This design comes from an exercise in tuning for small area on the open sky130 flow, not from production work.
Only simulation tests tie the RTL to the original design; equivalence was not proved.
Power and IR drop assume default switching activity.

==> flow/design.v <==
package mbd_pkg;
  localparam int CHANNELS_DEF = 8;
  localparam int FIELD_W      = 8;
  localparam int DELAY_W      = 16;
  localparam int EN_W         = 8;
  localparam int DATA_W       = 32;
  localparam int ADDR_W       = 3;
  localparam logic [DELAY_W-1:0] DELAY_RST = 16'd50;
  localparam logic REG_DELAY  = 1'b0;
  localparam logic REG_ENABLE = 1'b1;
endpackage
module mbd_cfg (
  input  logic                        clk,
  input  logic                        rst_n,
  input  logic                        psel,
  input  logic                        penable,
  input  logic                        pwrite,
  input  logic [mbd_pkg::ADDR_W-1:0]  paddr,
  input  logic [mbd_pkg::DATA_W-1:0]  pwdata,
  output logic [mbd_pkg::DATA_W-1:0]  prdata,
  output logic                        pready,
  output logic [mbd_pkg::DELAY_W-1:0] delay,
  output logic [mbd_pkg::EN_W-1:0]    enable
);
  logic [mbd_pkg::DELAY_W-1:0] delay_r;
  logic [mbd_pkg::EN_W-1:0]    enable_r;
  logic                        wr;
  logic                        sel;
  assign wr     = psel & penable & pwrite;
  assign sel    = paddr[mbd_pkg::ADDR_W-1];
  assign pready = 1'b1;
  assign delay  = delay_r;
  assign enable = enable_r;
  always_ff @(posedge clk) begin
    if (!rst_n) begin
      delay_r  <= mbd_pkg::DELAY_RST;
      enable_r <= '0;
    end else if (wr) begin
      if (sel == mbd_pkg::REG_DELAY) delay_r  <= pwdata[mbd_pkg::DELAY_W-1:0];
      else                           enable_r <= pwdata[mbd_pkg::EN_W-1:0];
    end
  end
  assign prdata = sel ? {{(mbd_pkg::DATA_W-mbd_pkg::EN_W){1'b0}}, enable_r}
                      : {{(mbd_pkg::DATA_W-mbd_pkg::DELAY_W){1'b0}}, delay_r};
endmodule
module mbd_lane (
  input  logic                        clk,
  input  logic                        step,    
  input  logic                        en,      
  input  logic                        raw,
  input  logic                        clr_p,
  input  logic                        clr_r,
  input  logic [mbd_pkg::DELAY_W-1:0] delay,
  output logic                        last_q,
  output logic                        stable_q,
  output logic                        press_q,
  output logic                        rel_q
);
  logic [mbd_pkg::DELAY_W-1:0] cnt_q;
  logic chg, upd, ge;
  logic [16:0] c;
  always_comb begin
    c[0] = 1'b1;
    for (int k = 0; k < 16; k++) c[k+1] = (cnt_q[k] & ~delay[k]) | (c[k] & (cnt_q[k] | ~delay[k]));
  end
  assign ge = c[16];
  assign chg = raw ^ last_q;
  assign upd = ~chg & (last_q ^ stable_q) & ge;
  always_ff @(posedge clk) begin
    for (int k = 0; k < 16; k++)
      cnt_q[k] <= ~(step & chg) & (cnt_q[k] ^ (step & (&(cnt_q | ~((16'd1 << k) - 16'd1)))));
  end
  always_ff @(posedge clk) begin
    last_q   <= (step & en & raw) | (~step & last_q);
    stable_q <= (step & en & (stable_q ^ upd)) | (~step & stable_q);
    press_q  <= (step & en & ((press_q & ~clr_p) | (upd & raw))) | (~step & press_q);
    rel_q    <= (step & en & ((rel_q & ~clr_r) | (upd & ~raw))) | (~step & rel_q);
  end
endmodule
module multi_button_debouncer #(
  parameter int CHANNELS = mbd_pkg::CHANNELS_DEF
) (
  input  logic                        clk,
  input  logic                        rst_n,
  input  logic                        in_valid,
  output logic                        in_ready,
  input  logic [mbd_pkg::FIELD_W-1:0] in_raw_levels,
  input  logic [mbd_pkg::FIELD_W-1:0] in_clear_pressed,
  input  logic [mbd_pkg::FIELD_W-1:0] in_clear_released,
  output logic                        out_valid,
  input  logic                        out_ready,
  output logic [mbd_pkg::FIELD_W-1:0] out_stable_levels,
  output logic [mbd_pkg::FIELD_W-1:0] out_previous_raw,
  output logic [mbd_pkg::FIELD_W-1:0] out_pressed_flags,
  output logic [mbd_pkg::FIELD_W-1:0] out_released_flags,
  input  logic                        psel,
  input  logic                        penable,
  input  logic                        pwrite,
  input  logic [mbd_pkg::ADDR_W-1:0]  paddr,
  input  logic [mbd_pkg::DATA_W-1:0]  pwdata,
  output logic [mbd_pkg::DATA_W-1:0]  prdata,
  output logic                        pready
);
  localparam int FW = mbd_pkg::FIELD_W;
  logic [mbd_pkg::DELAY_W-1:0] delay;
  logic [mbd_pkg::EN_W-1:0]    enable;
  logic          in_valid_r;
  logic [FW-1:0] raw_r, clr_p_r, clr_r_r;
  logic          out_valid_r;
  logic          adv, step;
  logic [FW-1:0] en;
  mbd_cfg u_cfg (
    .clk     (clk),
    .rst_n   (rst_n),
    .psel    (psel),
    .penable (penable),
    .pwrite  (pwrite),
    .paddr   (paddr),
    .pwdata  (pwdata),
    .prdata  (prdata),
    .pready  (pready),
    .delay   (delay),
    .enable  (enable)
  );
  assign adv      = in_valid_r & (~out_valid_r | out_ready);
  assign in_ready = ~in_valid_r | adv;
  assign step     = adv | ~rst_n;
  assign en       = enable & {FW{rst_n}};
  always_ff @(posedge clk) begin
    if (!rst_n) begin
      in_valid_r <= 1'b0;
    end else if (in_ready) begin
      in_valid_r <= in_valid;
    end
  end
  always_ff @(posedge clk) begin
    if (in_ready) begin
      raw_r   <= in_raw_levels;
      clr_p_r <= in_clear_pressed;
      clr_r_r <= in_clear_released;
    end
  end
  genvar i;
  generate
    for (i = 0; i < FW; i++) begin : g_lane
      if (i < CHANNELS) begin : g_on
        mbd_lane u_lane (
          .clk      (clk),
          .step     (step),
          .en       (en[i]),
          .raw      (raw_r[i]),
          .clr_p    (clr_p_r[i]),
          .clr_r    (clr_r_r[i]),
          .delay    (delay),
          .last_q   (out_previous_raw[i]),
          .stable_q (out_stable_levels[i]),
          .press_q  (out_pressed_flags[i]),
          .rel_q    (out_released_flags[i])
        );
      end else begin : g_off
        assign out_previous_raw[i]   = 1'b0;
        assign out_stable_levels[i]  = 1'b0;
        assign out_pressed_flags[i]  = 1'b0;
        assign out_released_flags[i] = 1'b0;
      end
    end
  endgenerate
  always_ff @(posedge clk) begin
    if (!rst_n) begin
      out_valid_r <= 1'b0;
    end else if (adv) begin
      out_valid_r <= 1'b1;
    end else if (out_ready) begin
      out_valid_r <= 1'b0;
    end
  end
  assign out_valid = out_valid_r;
endmodule
==> flow/flow/run.sh <==
#!/bin/bash
# Standard layout, except: synthesis maps with an area-oriented ABC script
# (flow/abc_area.script, through flow/synth.tcl, which otherwise is the standard flow's
# standard synthesis script); the floorplan removes synthesis buffers (global
# placement is not timing driven); one tie cell per constant; port buffers are
# the smallest buffer; the clock tree uses larger sink clusters without dummy
# loads. Each tool's output is in orfs/logs; make's own output goes to
# make_finish.log.
set -euo pipefail
export MY_ABC_SCRIPT=$PWD/flow/abc_area.script
bash standard.sh \
  "SYNTH_SCRIPT=$PWD/flow/synth.tcl" \
  "REMOVE_ABC_BUFFERS=1" \
  "SKIP_REPAIR_TIE_FANOUT=1" \
  "BUFFER_PORTS_ARGS=-buffer_cell sky130_fd_sc_hd__buf_1" \
  "CTS_ARGS=-sink_clustering_enable -repair_clock_nets -dont_use_dummy_load -sink_clustering_size 18 -sink_clustering_max_diameter 60 -root_buf sky130_fd_sc_hd__clkbuf_4 -buf_list {sky130_fd_sc_hd__clkbuf_8}" \
  finish > make_finish.log 2>&1
==> flow/flow/abc_area.script <==
strash
dc2
dc2
&get -n
&deepsyn -T 60
&dch
&nf -R 50
&put
==> flow/flow/synth.tcl <==
proc synth {args} { yosys synth -nofsm -noshare {*}$args }
proc abc {args} {
  set i [lsearch -exact $args -script]
  if {$i >= 0} { set args [lreplace $args [expr {$i+1}] [expr {$i+1}] $::env(MY_ABC_SCRIPT)] }
  yosys abc {*}$args
}
source $::env(SCRIPTS_DIR)/synth.tcl
# left out here: clear keep_hierarchy, flatten, clean up, hide names made inside functions, write 1_2_yosys.v
==> flow/standard.sh <==
#!/bin/bash
# synth_recipe.tcl (not shown) runs the flow's synth.tcl, then flattens the netlist and writes it again
# the make line also repeats each setting of config.mk as NAME=value (left out here)
make -C /OpenROAD-flow-scripts/flow DESIGN_CONFIG=/design/flow/config.mk WORK_HOME=/design/flow/orfs CLKGATE_MAP_FILE= SYNTH_SCRIPT=/design/flow/synth_recipe.tcl "${@:-finish}"
==> flow/config.mk <==
export PLATFORM = sky130hd
export DESIGN_NAME = multi_button_debouncer
export DESIGN_NICKNAME = multi_button_debouncer
export VERILOG_FILES = /design/flow/design.v
export SDC_FILE = /design/flow/constraint.sdc
export NUM_CORES = 4
export LEC_CHECK = 0
export CAP_MARGIN = 20
export CORE_MARGIN = 2
export CORE_UTILIZATION = 60
export GPL_TIMING_DRIVEN = 0
export PLACE_DENSITY = 0.75
export SLEW_MARGIN = 20
==> flow/constraint.sdc <==
create_clock -name core_clock -period 5.0 [get_ports {clk}]
set_input_delay 1.0000 -clock core_clock [delete_from_list [all_inputs] [get_ports {clk}]]
set_output_delay 1.0000 -clock core_clock [all_outputs]
set_load 0.01 [all_outputs]
==> results.json, run 1 <==
{
  "ant_nets": 0,
  "synthTopCellsByArea": "dfxtp_1 41%, edfxtp_1 7.9%, a21oi_1 5.6%, o22ai_1 4.2%, buf_4 4.0%",
  "pin_count": 133,
  "status": "no timing/DRC/antenna violations",
  "endpoint_kind": "flop",
  "nFillCells": 1300,
  "antenna_found_initial": 1,
  "cts.hold.buffers_added": 0,
  "clkTransAtPathRegs_ns": 0.10,
  "drt-initial-drc-count": 531,
  "cp-startpoint": "rst_n",
  "cts_setup_buffers": 0,
  "powerDensity_nw_per_um2": 312,
  "crit_top_cell": "and3_1",
  "synth_top_area_cell": "dfxtp_1",
  "setup_viol": 0,
  "crit_arrival_ns": 5.01,
  "numPortBuffers": 97,
  "slew_headroom": 0.257,
  "cpMaxStageDelayCell": "and4_1",
  "hold_class": "flop to flop",
  "synth_ff_type": "dfxtp_1",
  "peakVddDrop_uv": 227,
  "worst-path-max-fanout": 46,
  "path_buf_inv": 3,
  "grt_max_degree": 47,
  "min_from": "g_lane[6].g_on.u_lane.press_q",
  "postLayoutCoreUtil": 0.638,
  "cts_resized": 0,
  "overflow": 0,
  "drt-total-wl_microns": 19600,
  "netlist_area_sq_um": 9130,
  "timing.max_cap.violations": 0,
  "dr.pass1.iters": 5,
  "die_area_sq_um": 16200,
  "place_area_sq_um": 9390,
  "fin_area_sq_um": 9590,
  "max_stage_delay_ns": 0.53,
  "yosys_register_bits": 210,
  "fin_ws_ns": 0.511,
  "netlist_instances": 991,
  "core.rowCount": 45,
  "coreArea_sq_um": 15000,
  "dp_slack_ns": 0.00222,
  "rsz0062_at_grt": "no",
  "hpwl_microns": 14000,
  "synth.avg_cell_area_sq_um": 9.21,
  "insertion_delay_ns": 0.60,
  "clockBufferDepth": 3,
  "tightestPinTransition_ns": 1.11,
  "reg2reg_from": "out_valid_r",
  "final_layout_size_suffix_gt1_frac": 0.0189,
  "worstPathRequired_ns": 5.52,
  "grt.total_usage": 0.241,
  "numClockSinks": 210,
  "cts_max_level": 1,
  "synth_common_cells": "186 x dfxtp_1, 103 x a21oi_1, 74 x nor2_1",
  "dpl.cell_count": 1228,
  "via_per_inst": 6.03,
  "ys.warnings.count": 3,
  "hold_viol_final": 0,
  "grt_pass1_vias": 6730,
  "path_delay_family": "simple AND/OR/NAND/NOR gates",
  "leakage_nw": 3.43,
  "synthArstFlopShare": 0,
  "vias": 7507,
  "drc": 0,
  "total_power_w": 0.00300,
  "cts_tree": "yes",
  "slew_violations": 0,
  "final_cells": 1245,
  "cp-start-kind": "input port",
  "synth_seq_area_share": 0.487,
  "fp.dieH_microns": 127,
  "yosysMostFrequentCell": "dfxtp_1",
  "fin_nets": 1132,
  "synth_edf_count": 24,
  "synth_cell_types": 46,
  "start_util": 0.607,
  "cts_buffers": 16,
  "period_share": 0.898,
  "finClkSkew_ns": 0.0554,
  "period_minus_slack_ns": 4.49,
  "critPathKind": "input port to flop",
  "path_cells": "buf_1, and2_2, buf_16, clkinv_2, and4_1, and3_1, and3_1, and3_1, and3_1, and2_0, and3_1, and2_0, a21oi_1, o21a_1",
  "synth_top_area_share": 0.408,
  "areaGrowthSynthToFinish_pct": 5.11,
  "routedWlPerCell_microns": 15.7,
  "max_freq_mhz": 223,
  "gp_congestion": 0.807,
  "clockRootBuffer": "clkbuf_4",
  "grt_pass1_wl_microns": 32400,
  "die_w_microns": 127
}
## flip-flops by register name (all words and copies together) (netlist names)
register / count
g_lane.g_on.u_lane.cnt_q: 128
u_cfg.delay_r: 16
clr_p_r: 8
clr_r_r: 8
g_lane.g_on.u_lane.last_q: 8
g_lane.g_on.u_lane.press_q: 8
g_lane.g_on.u_lane.rel_q: 8
g_lane.g_on.u_lane.stable_q: 8
raw_r: 8
u_cfg.enable_r: 8
in_valid_r: 1
out_valid_r: 1
## placed cells by master (no fill, tap or decap), drive strengths merged, types with 3 or more instances in the layout
cell type,instances
ha,8
clkbuf,17
nor2,74
a22oi,19
clkinv,30
o221ai,6
o22ai,61
xnor2,13
a222oi,4
nand2b,9
maj3,12
a221oi,6
or3,5
a32o,9
edfxtp,24
a2bb2oi,4
o21ai,43
nand3,8
o21a,19
a21oi,103
nand2,57
nor3,73
and2,25
a22o,32
buf,97
dfxtp,186
a21o,3
o2bb2ai,10
o22a,3
and3,43
nor2b,13
a31oi,12
and4,8
## where the power goes
part	switching, W	internal, W
sequential	0.000102	0.00180
clock	0.000505	0.000261
combinational	0.000175	0.000156
total	0.000782	0.00222
## kinds of logic (layout without fill, tap and decap cells)
family                     count (synthesis)  in the layout  synth area share
buffers and inverters                     79            144            0.0526
AOI/OAI and AO/OA                        347            347             0.248
and+or+nand+nor                          320            320             0.175
DFF                                      210            210             0.487
adders and majority gates                 20             20            0.0241
xor gates and xnor gates                  13             13            0.0125
other                                      2              3          0.000823
## per-stage QoR
stage / setup TNS, ns / hold WS (ns)
global placement: -211.00 / 0.434
CTS: 0 / 0.467
global route: 0 / 0.472
floorplan: -7.88 / 0.450
detailed placement: 0 / 0.438
finish: 0 / 0.462
## per-layer routing
metal | global-route usage | wire length (microns)
met1 | 0.356 | 9690
met3 | 0.0486 | 1330
met2 | 0.359 | 8150
met5 | 0 | 0
met4 | 0.0705 | 432
## final timing paths
kind / cells past startpoint / slack, ns / to
max: 14 / 0.51 / g_lane[5].g_on.u_lane.cnt_q[15]
min: 1 / 0.46 / g_lane[6].g_on.u_lane.press_q
max reg2reg: 15 / 0.85 / g_lane[5].g_on.u_lane.cnt_q[15]
min reg2reg: 1 / 0.46 / g_lane[6].g_on.u_lane.press_q
## area by class of cell
type	count	area, sq um	share of cell area
multi-input cells	702	4200	0.438
flip-flops and latches	210	4440	0.463
inverters	30	114	0.0119
repair buffers	98	393	0.0409
diodes	1	2.50	0.000261
clock buffers	16	201	0.0210
well taps	188	235	0.0245
==> run 2: changes to the inputs <==
--- a/flow/flow/synth.tcl
+++ b/flow/flow/synth.tcl
@@ -1,4 +1,6 @@
 proc synth {args} { yosys synth -nofsm -noshare {*}$args }
+# The standard synthesis script, except that ABC maps with the script named
+# by MY_ABC_SCRIPT (area oriented) instead of ORFS's speed script.
 proc abc {args} {
   set i [lsearch -exact $args -script]
   if {$i >= 0} { set args [lreplace $args [expr {$i+1}] [expr {$i+1}] $::env(MY_ABC_SCRIPT)] }
==> run 2 against run 1 <==
- clock-buffer cell count stayed put
- core utilization stayed put
- clock skew stayed put
- global-route usage stayed put
- fmax stayed put
- critical endpoint unchanged
- largest cell class unchanged
- critical path type unchanged
==> results.json, run 2 <==
{
  "status": "no timing/DRC/antenna violations",
  "clockRootBuffer": "clkbuf_4",
  "hold_class": "flop to flop",
  "grt_pass1_vias": 6730,
  "synth_edf_count": 24,
  "die_area_sq_um": 16200,
  "fin_ws_ns": 0.511,
  "p_comb_frac": 0.110,
  "synth_seq_area_share": 0.487,
  "holdWs_ns": 0.462,
  "rr_endpoint": "g_lane[5].g_on.u_lane.cnt_q[15]",
  "yosysMostFrequentCell": "dfxtp_1",
  "synth_top_family_by_area": "compound AO/OA/AOI/OAI gates",
  "peakVddDrop_uv": 227,
  "setup_viol": 0,
  "fp.dieH_microns": 127,
  "largest_reg_flops": 128,
  "pwr-share-seq": 0.634,
  "final_cells": 1245,
  "crit_top_cell": "and3_1",
  "period_share": 0.898,
  "crit_arrival_ns": 5.01,
  "clockBufferDepth": 3,
  "die_w_microns": 127,
  "reg2reg_from": "out_valid_r",
  "pin_count": 133,
  "rsz0062_at_grt": "no",
  "yosys_register_bits": 210,
  "max_freq_mhz": 223,
  "cp-start-kind": "input port",
  "cts_tree": "yes",
  "via_per_inst": 6.03,
  "path_cells": "buf_1, and2_2, buf_16, clkinv_2, and4_1, and3_1, and3_1, and3_1, and3_1, and2_0, and3_1, and2_0, a21oi_1, o21a_1",
  "grt_pass1_wl_microns": 32400,
  "netlist_instances": 991,
  "endpoint_kind": "flop",
  "coreArea_sq_um": 15000,
  "numPortBuffers": 97,
  "period_minus_slack_ns": 4.49,
  "overflow": 0,
  "cts_buffers": 16,
  "p_int_w": 0.00222,
  "synth_top_area_share": 0.408,
  "areaGrowthSynthToFinish_pct": 5.11,
  "synth_common_cells": "186 x dfxtp_1, 103 x a21oi_1, 74 x nor2_1",
  "powerDensity_nw_per_um2": 312,
  "hold_depth": 1,
  "cts_setup_buffers": 0,
  "start_util": 0.607,
  "vias": 7507,
  "nFillCells": 1300,
  "dp_slack_ns": 0.00222,
  "dr.pass1.iters": 5,
  "gp_congestion": 0.807,
  "synthAdderAreaFrac": 0.0241,
  "ys.warnings.count": 3,
  "synthArstFlopShare": 0,
  "finClkSkew_ns": 0.0554,
  "insertion_delay_ns": 0.60,
  "antenna_found_initial": 1,
  "synthTopCellsByArea": "dfxtp_1 41%, edfxtp_1 7.9%, a21oi_1 5.6%, o22ai_1 4.2%, buf_4 4.0%",
  "synth-simple-area-share": 0.175,
  "fin_nets": 1132,
  "numClockSinks": 210,
  "swShare": 0.261,
  "drc": 0,
  "synth_cell_types": 46,
  "synth_mux_area_frac": 0,
  "cts_resized": 0,
  "routedWlPerCell_microns": 15.7,
  "timing.max_cap.violations": 0,
  "worstPathRequired_ns": 5.52,
  "cts_max_level": 1,
  "tightestPinTransition_ns": 1.11,
  "cts.hold.buffers_added": 0,
  "min_from": "g_lane[6].g_on.u_lane.press_q",
  "worst-path-max-fanout": 46,
  "ant_nets": 0,
  "grt_max_degree": 47,
  "min_to": "g_lane[6].g_on.u_lane.press_q",
  "r2r_cells": 15,
  "hold_viol_final": 0,
  "synth_top_area_cell": "dfxtp_1",
  "dpl.cell_count": 1228,
  "r2r_slack_ns": 0.85,
  "synth_compound_area_frac": 0.248,
  "clkTransAtPathRegs_ns": 0.10,
  "cpMaxStageDelayCell": "and4_1",
  "drt-total-wl_microns": 19600,
  "netlist_area_sq_um": 9130,
  "final_cell_mix": "186 x dfxtp_1, 103 x a21oi_1, 96 x buf_1, 74 x nor2_1, 73 x nor3_1",
  "max_stage_delay_ns": 0.53,
  "drt-initial-drc-count": 531,
  "slew_headroom": 0.257,
  "critPathKind": "input port to flop",
  "leakage_nw": 3.43,
  "synth_xor_xnor_area_share": 0.0125,
  "grt.total_usage": 0.241,
  "p_clk_frac": 0.256,
  "synth.avg_cell_area_sq_um": 9.21,
  "hpwl_microns": 14000,
  "core.rowCount": 45,
  "reg_top3": "g_lane.g_on.u_lane.cnt_q (128), u_cfg.delay_r (16)",
  "slew_violations": 0,
  "final_layout_size_suffix_gt1_frac": 0.0189,
  "final_common_cell": "dfxtp_1",
  "largest_register": "g_lane.g_on.u_lane.cnt_q",
  "p_sw_w": 0.000782,
  "synth_ff_type": "dfxtp_1"
}
## run 2: cell counts after synthesis
Identical to the previous run, type by type.
## run 2: worst max path at each step
stage / end / start / cells past startpoint
floorplan: g_lane[6].g_on.u_lane.cnt_q[15] / out_ready / 14
finish: g_lane[5].g_on.u_lane.cnt_q[15] / rst_n / 14
CTS: g_lane[5].g_on.u_lane.cnt_q[15] / rst_n / 14
global placement: g_lane[7].g_on.u_lane.cnt_q[15] / rst_n / 13
global route: g_lane[7].g_on.u_lane.cnt_q[15] / rst_n / 14
detailed placement: g_lane[5].g_on.u_lane.cnt_q[15] / rst_n / 14
## run 2: final cells by class
class / count / area (sq um) / area share
antenna: 1 / 2.50 / 0.000261
clock buffer: 16 / 201 / 0.0210
inverter: 30 / 114 / 0.0119
multi-input combinational: 702 / 4200 / 0.438
sequential: 210 / 4440 / 0.463
tap: 188 / 235 / 0.0245
timing repair buffer: 98 / 393 / 0.0409
## run 2: power groups by stage
stage | combinational [W] | clock (W) | sequential (W)
after floorplan | 0.000253 | 0 | 0.00191
after global placement | 0.000316 | 0 | 0.00193
after detailed placement | 0.000330 | 0 | 0.00193
after CTS | 0.000331 | 0.000790 | 0.00190
after global routing | 0.000378 | 0.000847 | 0.00192
final | 0.000331 | 0.000767 | 0.00190
## run 2: cell families after synthesis
family	count (synthesis)
compound gates	347
flops	210
xor+xnor	13
other cells	2
fa+ha+maj	20
simple gates	320
buf+inv	79
## run 2: through the flow
stage	instance area (sq um)	utilization	setup TNS (ns)	power [W]
6_report	9590	0.638	0	0.00300
3_3_place_gp	9360	0.623	-211.00	0.00225
4_1_cts	9590	0.638	0	0.00302
2_1_floorplan	8760	-	-7.88	0.00216
5_1_grt	9590	0.638	0	0.00314
3_5_place_dp	9390	0.625	0	0.00226
## run 2: metal layers
metal  vias up  share of wire  track usage
li1       3833              -            -
met1      3466           0.49        0.356
met2       179           0.42        0.359
met3        29          0.068       0.0486
met4         0          0.022       0.0705
met5         -              0            0
## run 2: critical path, delay by kind of cell
family | cells | cell delay, ns
compound gates | 2 | 0.32
buf+inv | 3 | 1.07
simple gates | 9 | 2.56
==> run 3: changes to the inputs <==
--- a/flow/flow/run.sh
+++ b/flow/flow/run.sh
@@ -13,5 +13,5 @@
   "REMOVE_ABC_BUFFERS=1" \
   "SKIP_REPAIR_TIE_FANOUT=1" \
   "BUFFER_PORTS_ARGS=-buffer_cell sky130_fd_sc_hd__buf_1" \
-  "CTS_ARGS=-sink_clustering_enable -repair_clock_nets -dont_use_dummy_load -sink_clustering_size 18 -sink_clustering_max_diameter 60 -root_buf sky130_fd_sc_hd__clkbuf_4 -buf_list {sky130_fd_sc_hd__clkbuf_8}" \
+  "CTS_ARGS=-sink_clustering_enable -repair_clock_nets -dont_use_dummy_load -sink_clustering_size 21 -sink_clustering_max_diameter 45 -root_buf sky130_fd_sc_hd__clkbuf_4 -buf_list {sky130_fd_sc_hd__clkbuf_8}" \
   finish > make_finish.log 2>&1
==> run 3 against run 2 <==
- cell area up 1.4%
- combinational power about the same
- critical path depth unchanged
- sequential share of layout area down 0.66 points
- first-iteration DRC count down 4.3%
- flip-flop and latch count unchanged
- fmax up 2.4%
- still clean on timing, DRC and antenna
- total power up 6.8%
- register-to-register slack about the same
- global-route usage up 0.15 points
- setup slack better by 0.11 ns
- critical path type unchanged
==> results.json, run 3 <==
{
  "coreArea_sq_um": 15000,
  "synth_top_area_cell": "dfxtp_1",
  "grt_pass1_vias": 6862,
  "wl_met2_microns": 8130,
  "slew_headroom": 0.269,
  "clkTransAtPathRegs_ns": 0.06,
  "clockRootBuffer": "clkbuf_4",
  "gp_congestion": 0.807,
  "synth_edf_count": 24,
  "critPathKind": "input port to flop",
  "synthArstFlopShare": 0,
  "via_per_inst": 6.03,
  "cts_buffers": 26,
  "drt-initial-drc-count": 508,
  "worst-path-max-fanout": 46,
  "endpoint_kind": "flop",
  "grt_pass1_wl_microns": 32700,
  "timing.max_cap.violations": 0,
  "drt-met1-wl_microns": 9780,
  "powerDensity_nw_per_um2": 329,
  "holdWs_ns": 0.453,
  "cts_tree": "yes",
  "synth.avg_cell_area_sq_um": 9.21,
  "final_common_cell": "dfxtp_1",
  "core.rowCount": 45,
  "drc": 0,
  "antenna_found_initial": 1,
  "areaGrowthSynthToFinish_pct": 6.62,
  "max_freq_mhz": 228,
  "cts_max_level": 1,
  "clockBufferDepth": 3,
  "routedWlPerCell_microns": 15.7,
  "final_cells": 1255,
  "nFillCells": 1278,
  "die_w_microns": 127,
  "insertion_delay_ns": 0.70,
  "numClockSinks": 210,
  "vias": 7562,
  "final_cell_mix": "186 x dfxtp_1, 103 x a21oi_1, 96 x buf_1, 74 x nor2_1, 73 x nor3_1",
  "hold_class": "flop to flop",
  "fp.dieH_microns": 127,
  "drt-total-wl_microns": 19700,
  "fin_nets": 1142,
  "status": "no timing/DRC/antenna violations",
  "largest_reg_flops": 128,
  "reg_top3": "g_lane.g_on.u_lane.cnt_q (128), u_cfg.delay_r (16)",
  "grt_max_degree": 47,
  "synthTopCellsByArea": "dfxtp_1 41%, edfxtp_1 7.9%, a21oi_1 5.6%, o22ai_1 4.2%, buf_4 4.0%",
  "ant_nets": 0,
  "pin_count": 133,
  "final_layout_size_suffix_gt1_frac": 0.0281,
  "leakage_nw": 3.50,
  "period_minus_slack_ns": 4.38,
  "cp-start-kind": "input port",
  "overflow": 0,
  "ys.warnings.count": 3,
  "tightestPinTransition_ns": 1.09,
  "start_util": 0.607,
  "cts_setup_buffers": 0,
  "synth_cell_types": 46,
  "yosys_register_bits": 210,
  "crit_arrival_ns": 5.01,
  "hpwl_microns": 14000,
  "synth_ff_type": "dfxtp_1",
  "largest_register": "g_lane.g_on.u_lane.cnt_q",
  "cts_resized": 0,
  "netlist_area_sq_um": 9130,
  "routed.top_layer": "met4",
  "slew_violations": 0,
  "synth_common_cells": "186 x dfxtp_1, 103 x a21oi_1, 74 x nor2_1",
  "synth_top_area_share": 0.408,
  "peakVddDrop_uv": 222,
  "worstPathRequired_ns": 5.63,
  "dr.pass1.iters": 5,
  "hold_viol_final": 0,
  "numPortBuffers": 97,
  "yosysMostFrequentCell": "dfxtp_1",
  "grt.total_usage": 0.243,
  "met3_length_microns": 1320,
  "fin_area_sq_um": 9730,
  "dpl.cell_count": 1228,
  "netlist_instances": 991,
  "setup_viol": 0,
  "cts.hold.buffers_added": 0,
  "period_share": 0.877,
  "finClkSkew_ns": 0.103,
  "synth_seq_area_share": 0.487,
  "rsz0062_at_grt": "no",
  "die_area_sq_um": 16200,
  "place_area_sq_um": 9390
}
-- run 3: cell counts after synthesis --
Identical to the previous run, type by type.
-- run 3: report_power, final --
group	switching [W]	internal (W)	total, W
sequential	0.000101	0.00180	0.00190
combinational	0.000175	0.000156	0.000332
clock	0.000542	0.000427	0.000970
-- run 3: worst paths after layout --
| path | start | to | slack [ns] | depth (start not counted) |
|---|---|---|---|---|
| setup reg to reg | out_valid_r | g_lane[5].g_on.u_lane.cnt_q[15] | 0.86 | 15 |
| hold reg to reg | g_lane[6].g_on.u_lane.press_q | g_lane[6].g_on.u_lane.press_q | 0.45 | 1 |
| hold / removal | g_lane[6].g_on.u_lane.press_q | g_lane[6].g_on.u_lane.press_q | 0.45 | 1 |
| setup / recovery | rst_n | g_lane[5].g_on.u_lane.cnt_q[15] | 0.62 | 14 |
-- run 3: layout make-up --
cell class | instances | area, sq um | share of cell area
Sequential cell | 210 | 4440 | 0.457
Multi-Input combinational cell | 702 | 4200 | 0.432
Timing Repair Buffer | 98 | 393 | 0.0404
Clock buffer | 26 | 339 | 0.0348
Tap cell | 188 | 235 | 0.0242
Inverter | 30 | 114 | 0.0117
Antenna cell | 1 | 2.50 | 0.000257
-- run 3: per-layer routing --
metal / vias to the layer above / global-route usage
met4: 0 / 0.0718
li1: 3848 / -
met5: - / 0
met1: 3493 / 0.357
met2: 186 / 0.360
met3: 35 / 0.0523
-- run 3: worst max-delay path, cell delays in order --
cell	delay, ns
buf_1	0.32
and2_2	0.42
buf_16	0.22
clkinv_2	0.52
and4_1	0.53
and3_1	0.25
and3_1	0.23
and3_1	0.24
and3_1	0.22
and2_0	0.23
and3_1	0.24
and2_0	0.20
a21oi_1	0.18
o21a_1	0.14
-- run 3: cells by family after synthesis --
kind of cell | Yosys count | share of synthesized area
and+or+nand+nor | 320 | 0.175
adders and majority gates | 20 | 0.0241
buffers and inverters | 79 | 0.0526
DFF | 210 | 0.487
xor gates and xnor gates | 13 | 0.0125
AOI/OAI and AO/OA | 347 | 0.248
other | 2 | 0.000823
-- run 3: metrics by stage --
stage	TNS, ns	worst slack, ns	utilization	total power [W]
global route	0	0.415	0.647	0.00336
floorplan	-7.88	-0.445	-	0.00216
CTS	0	0.716	0.647	0.00323
detailed placement	0	0.00222	0.625	0.00226
global placement	-211.00	-2.54	0.623	0.00225
finish	0	0.617	0.647	0.00320

-- what the ideal ports hide --
In the flow no input, the clock included, has a driving cell. The finished layouts below were timed again as built, in two steps. Step 1, drivers: a clkbuf_16 drives clk and a buf_2 each remaining input, both assumed. Step 2 also shifts input and output timing later by t, the mid clock arrival at the registers, as if the neighbouring blocks saw the same clock. a / b / c = ideal / step 1 / step 2; a / b = the first two.
run	shift t [ns]	setup WS [ns]	clock arrival spread, ns	worst register clock-pin slew, ns	worst slew at a driven data input, ns
run 1	0.623	0.511 / 0.530 / -0.093	0.067 / 0.068	0.11 / 0.11	0.04
run 2	0.623	0.511 / 0.530 / -0.093	0.067 / 0.068	0.11 / 0.11	0.04
run 3	0.689	0.617 / 0.632 / -0.057	0.116 / 0.116	0.10 / 0.10	0.03
With both steps, setup timing fails in every run listed, where it was met with ideal ports. The setup slack of run 3, which loses most, moves by +0.015 ns with the drivers and by -0.674 ns with both steps.
